Background: an optimization exercise with open tools, aiming at small area. Do not read the settings as production practice. The RTL was checked by simulation tests, not by an equivalence proof against the original design. Power and IR drop assume default switching activity.

v6:
==> module cw_reg_top, before the edit <==
module cw_reg_top (
   input  logic                     usb_clk,
   input  logic                     reset_i,
   input  cw_reg_pkg::reg_addr_t    reg_address_i,
   input  cw_reg_pkg::reg_bytecnt_t reg_bytecnt_i,
   input  cw_reg_pkg::reg_byte_t    write_data_i,
   input  logic                     reg_write_i,
   input  logic                     reg_read_i,
   input  logic                     reg_addrvalid_i,
   output cw_reg_pkg::reg_byte_t    read_data_o,
   input  logic                     exttrigger_i,
   input  logic                     crypt_done_i,
   input  logic                     crypt_busy_i,
   input  crypt_pkg::text_t         crypt_textout_i,
   input  crypt_pkg::cipher_t       crypt_cipherout_i,
   output cw_reg_pkg::clksettings_t clksettings_o,
   output logic                     user_led_o,
   output crypt_pkg::key_t          crypt_key_o,
   output crypt_pkg::text_t         crypt_textin_o,
   output crypt_pkg::cipher_t       crypt_cipherin_o,
   output logic                     crypt_start_o
);
   crypt_pkg::key_t    key_r;
   crypt_pkg::text_t   textin_r;
   crypt_pkg::cipher_t cipherin_r;
   crypt_pkg::text_t   textout_r;
   crypt_pkg::cipher_t cipherout_r;
   logic               done_r;
   cw_reg_pkg::clksettings_t clksettings_r;
   logic       user_led_r;
   logic       start_r;       
   logic       trig_meta;
   logic       trig_sync;
   logic       trig_prev;
   logic [2:0] busy_pipe;
   logic [15:0] byte_n;
   logic [5:0]  rdsel;
   logic [10:4] rdsel_n;
   logic [2:0]  wide_wr_n;
   logic        wr_clk;
   logic        wr_led;
   logic        wr_go;
   usb_byte_dec u_byte_dec (
      .bus_bytecnt_i   (reg_bytecnt_i),
      .byte_n_o        (byte_n)
   );
   usb_reg_write u_dec (
      .bus_address_i   (reg_address_i),
      .bus_write_i     (reg_write_i),
      .bus_read_i      (reg_read_i),
      .bus_addrvalid_i (reg_addrvalid_i),
      .rd_o            (rdsel),
      .rd_n_o          (rdsel_n),
      .wide_wr_n_o     (wide_wr_n),
      .wr_clk_o        (wr_clk),
      .wr_led_o        (wr_led),
      .wr_go_o         (wr_go)
   );
   logic [2:0][15:0] load;
   for (genvar r = 0; r < 3; r++) begin : g_load_r
      for (genvar k = 0; k < 16; k++) begin : g_load_k
         rb_nor2 u_load (.a(wide_wr_n[r]), .b(byte_n[k]), .y(load[r][k]));
      end
   end
   always_ff @(posedge usb_clk) begin
      for (int k = 0; k < 16; k++) begin
         if (load[0][k]) key_r[8*k +: 8]      <= write_data_i;
         if (load[1][k]) textin_r[8*k +: 8]   <= write_data_i;
         if (load[2][k]) cipherin_r[8*k +: 8] <= write_data_i;
      end
   end
   always_ff @(posedge usb_clk) begin
      done_r <= crypt_done_i;
      if (crypt_done_i & ~done_r) begin
         textout_r   <= crypt_textout_i;
         cipherout_r <= crypt_cipherout_i;
      end
   end
   always_ff @(posedge usb_clk) begin
      if (reset_i) begin
         clksettings_r <= '0;
         user_led_r    <= 1'b0;
         start_r       <= 1'b0;
         trig_meta     <= 1'b0;
         trig_sync     <= 1'b0;
         trig_prev     <= 1'b0;
         busy_pipe     <= '0;
      end else begin
         start_r <= wr_go | (trig_sync & ~trig_prev);
         if (wr_clk) clksettings_r <= write_data_i[2:0];
         if (wr_led) user_led_r    <= write_data_i[0];
         trig_meta  <= exttrigger_i;
         trig_sync  <= trig_meta;
         trig_prev  <= trig_sync;
         busy_pipe  <= {busy_pipe[1:0], crypt_busy_i};
      end
   end
   assign clksettings_o = clksettings_r;
   assign user_led_o    = user_led_r;
   assign crypt_start_o = start_r;
   logic [4:0][15:0] sel;
   for (genvar r = 0; r < 5; r++) begin : g_sel_r
      for (genvar k = 0; k < 16; k++) begin : g_sel_k
         rb_nor2 u_sel (.a(rdsel_n[6+r]), .b(byte_n[k]), .y(sel[r][k]));
      end
   end
   logic [7:0] extra_n;
   assign extra_n[0] = ~((rdsel[0] & clksettings_r[0]) | (rdsel[1] & user_led_r) | (rdsel[5] & busy_pipe[2]));
   assign extra_n[1] = ~((rdsel[0] & clksettings_r[1]) | rdsel[2] | rdsel[4]);
   assign extra_n[2] = ~((rdsel[0] & clksettings_r[2]) | rdsel[3] | rdsel[4]);
   assign extra_n[3] = rdsel_n[4];
   assign extra_n[4] = 1'b1;
   assign extra_n[5] = rdsel_n[4];
   assign extra_n[6] = 1'b1;
   assign extra_n[7] = 1'b1;
   for (genvar b = 0; b < 8; b++) begin : g_rd
      logic [79:0] s;
      logic [79:0] d;
      for (genvar k = 0; k < 16; k++) begin : g_k
         assign s[k]      = sel[0][k];
         assign s[16 + k] = sel[1][k];
         assign s[32 + k] = sel[2][k];
         assign s[48 + k] = sel[3][k];
         assign s[64 + k] = sel[4][k];
         assign d[k]      = key_r[8*k + b];
         assign d[16 + k] = textin_r[8*k + b];
         assign d[32 + k] = cipherin_r[8*k + b];
         assign d[48 + k] = textout_r[8*k + b];
         assign d[64 + k] = cipherout_r[8*k + b];
      end
      if (b == 4 || b == 6 || b == 7) begin : g_plain
         rb_bit_plain u_bit (.s(s), .d(d), .y(read_data_o[b]));
      end else begin : g_extra
         rb_bit u_bit (.s(s), .d(d), .extra_n(extra_n[b]), .y(read_data_o[b]));
      end
   end
   assign crypt_key_o      = key_r;
   assign crypt_textin_o   = textin_r;
   assign crypt_cipherin_o = cipherin_r;
endmodule
==> flow/config.mk <==
export PLATFORM = sky130hd
export DESIGN_NAME = cw_reg_top
export DESIGN_NICKNAME = cw_reg_top
export VERILOG_FILES = /design/flow/design.v
export SDC_FILE = /design/flow/constraint.sdc
export NUM_CORES = 4
export LEC_CHECK = 0
export CAP_MARGIN = 20
export CORE_MARGIN = 2
export CORE_UTILIZATION = 45
export SLEW_MARGIN = 20
export SYNTH_HIERARCHICAL = 1
export SYNTH_MINIMUM_KEEP_SIZE = 0
==> flow/constraint.sdc <==
create_clock -name core_clock -period 10.0 [get_ports {usb_clk}]
set_input_delay 2.0000 -clock core_clock [delete_from_list [all_inputs] [get_ports {usb_clk}]]
set_output_delay 2.0000 -clock core_clock [all_outputs]
set_load 0.01 [all_outputs]
standard.sh (not shown) runs the stock make flow with config.mk's settings and CLKGATE_MAP_FILE= SYNTH_SCRIPT=/design/flow/synth_recipe.tcl, a recipe that flattens the netlist after the stock synthesis.
==> flow/flow/run.sh <==
#!/bin/bash
# The standard layout with three changes that only affect area:
#  - port buffers are the smallest buffer (buf_1) instead of the default pick
#  - clock tree built from clkbuf_8 without dummy loads
#  - combinational cells put in their smallest drive before floorplanning
set -euo pipefail
here=$(pwd)
bash standard.sh \
  "PRE_FLOORPLAN_TCL=$here/flow/downsize.tcl" \
  "BUFFER_PORTS_ARGS=-buffer_cell sky130_fd_sc_hd__buf_1" \
  "CTS_ARGS=-sink_clustering_enable -repair_clock_nets -dont_use_dummy_load -buf_list sky130_fd_sc_hd__clkbuf_8 -sink_clustering_size 16 -sink_clustering_max_diameter 80" \
  finish > "$here/flow_make.log" 2>&1
==> flow/flow/downsize.tcl <==
# Area recovery before floorplanning: put every combinational cell in its
# smallest drive strength of the same function. The clock period is long,
# and the later repair steps size up whatever needs more drive.
set block [ord::get_db_block]
set db [ord::get_db]
set masters {}
foreach lib [$db getLibs] {
  foreach m [$lib getMasters] {
    dict set masters [$m getName] $m
  }
}
set n 0
foreach inst [$block getInsts] {
  set m [[$inst getMaster] getName]
  if { ![regexp {^(sky130_fd_sc_hd__)([a-z0-9]+)_([0-9]+)$} $m -> pre fn sz] } { continue }
  # leave flip-flops, latches, clock cells, tie and physical cells alone
  if { [regexp {^(df|edf|sdf|sedf|dl|clk|conb|tap|fill|decap|diode)} $fn] } { continue }
  foreach s {0 1 2} {
    if { $s >= $sz } { break }
    set cand "${pre}${fn}_${s}"
    if { [dict exists $masters $cand] } {
      replace_cell [$inst getName] $cand
      incr n
      break
    }
  }
}
puts "downsize: $n cells put in a smaller drive strength"
Inputs modified between v6 and v7:
-- flow/design.v --
<<< v6, line 207
   cw_reg_pkg::clksettings_t clksettings_r;
   logic       user_led_r;
   logic       start_r;       
   logic       trig_meta;
   logic       trig_sync;
   logic       trig_prev;
   logic [2:0] busy_pipe;
   logic [15:0] byte_n;
>>> v7, line 207
   cw_reg_pkg::clksettings_t clksettings_r;
   logic       user_led_r;
   logic       go_pulse;
   logic       trig_meta;
   logic       trig_sync;
   logic       trig_prev;
   logic       trig_pulse;
   logic [2:0] busy_pipe;
   logic [15:0] byte_n;
<<< v6, line 259
         clksettings_r <= '0;
         user_led_r    <= 1'b0;
         start_r       <= 1'b0;
         trig_meta     <= 1'b0;
         trig_sync     <= 1'b0;
         trig_prev     <= 1'b0;
         busy_pipe     <= '0;
      end else begin
         start_r <= wr_go | (trig_sync & ~trig_prev);
         if (wr_clk) clksettings_r <= write_data_i[2:0];
         if (wr_led) user_led_r    <= write_data_i[0];
>>> v7, line 260
         clksettings_r <= '0;
         user_led_r    <= 1'b0;
         go_pulse      <= 1'b0;
         trig_meta     <= 1'b0;
         trig_sync     <= 1'b0;
         trig_prev     <= 1'b0;
         trig_pulse    <= 1'b0;
         busy_pipe     <= '0;
      end else begin
         go_pulse <= wr_go;
         if (wr_clk) clksettings_r <= write_data_i[2:0];
         if (wr_led) user_led_r    <= write_data_i[0];
<<< v6, line 271
         trig_sync  <= trig_meta;
         trig_prev  <= trig_sync;
         busy_pipe  <= {busy_pipe[1:0], crypt_busy_i};
      end
>>> v7, line 273
         trig_sync  <= trig_meta;
         trig_prev  <= trig_sync;
         trig_pulse <= trig_sync & ~trig_prev;
         busy_pipe  <= {busy_pipe[1:0], crypt_busy_i};
      end
<<< v6, line 276
   assign clksettings_o = clksettings_r;
   assign user_led_o    = user_led_r;
   assign crypt_start_o = start_r;
   logic [4:0][15:0] sel;
   for (genvar r = 0; r < 5; r++) begin : g_sel_r
>>> v7, line 279
   assign clksettings_o = clksettings_r;
   assign user_led_o    = user_led_r;
   assign crypt_start_o = go_pulse | trig_pulse;
   logic [4:0][15:0] sel;
   for (genvar r = 0; r < 5; r++) begin : g_sel_r
### Flow results
Summary of v7 over v6: total power consumption of the routed design level; measured slew at the worst slew-check pin has decreased; worst ir drop on vdd now larger. For v6, the critical path's slowest cell was sky130_fd_sc_hd__nor4_1, unlike v7, where it was sky130_fd_sc_hd__a222oi_1. Looking at final period utilization, v7 sits 0.42 points above v6. v7 completed; timing, DRC and antenna clean. Going from v6 to v7, layout overhead on the synthesized area decreased by 0.15 points relative to the old numbers; minimum clock period saw an increase.

what the ideal ports hide:
The results above use ideal ports. As a check the final layouts listed here were re-extracted and re-timed, cells and wires unchanged.
Step 1 (the two cells are an assumption about what drives the block):
set clk [get_ports {usb_clk}]
set_driving_cell -lib_cell sky130_fd_sc_hd__clkbuf_16 $clk
set_driving_cell -lib_cell sky130_fd_sc_hd__buf_2 [delete_from_list [all_inputs] $clk]
Step 2 also shifts input and output timing later by t, the mid clock arrival at the registers, as if the neighbouring blocks saw the same clock.
a / b / c = ideal ports / drivers / drivers and shift; a / b = the first two.
run | t, ns | setup WS [ns] | worst setup path after step 2 | worst register clock-pin slew, ns | worst slew at a driven data input, ns
v6 | 0.679 | 2.101 / 2.066 / 2.066 | input to output | 0.10 / 0.10 | 0.11
v7 | 0.708 | 2.059 / 2.019 / 2.019 | input to output | 0.11 / 0.11 | 0.17
After both steps setup and hold are still met in every run listed. For v7, which loses most, drivers alone change the setup slack by -0.040 ns; drivers and shift together by -0.040 ns.
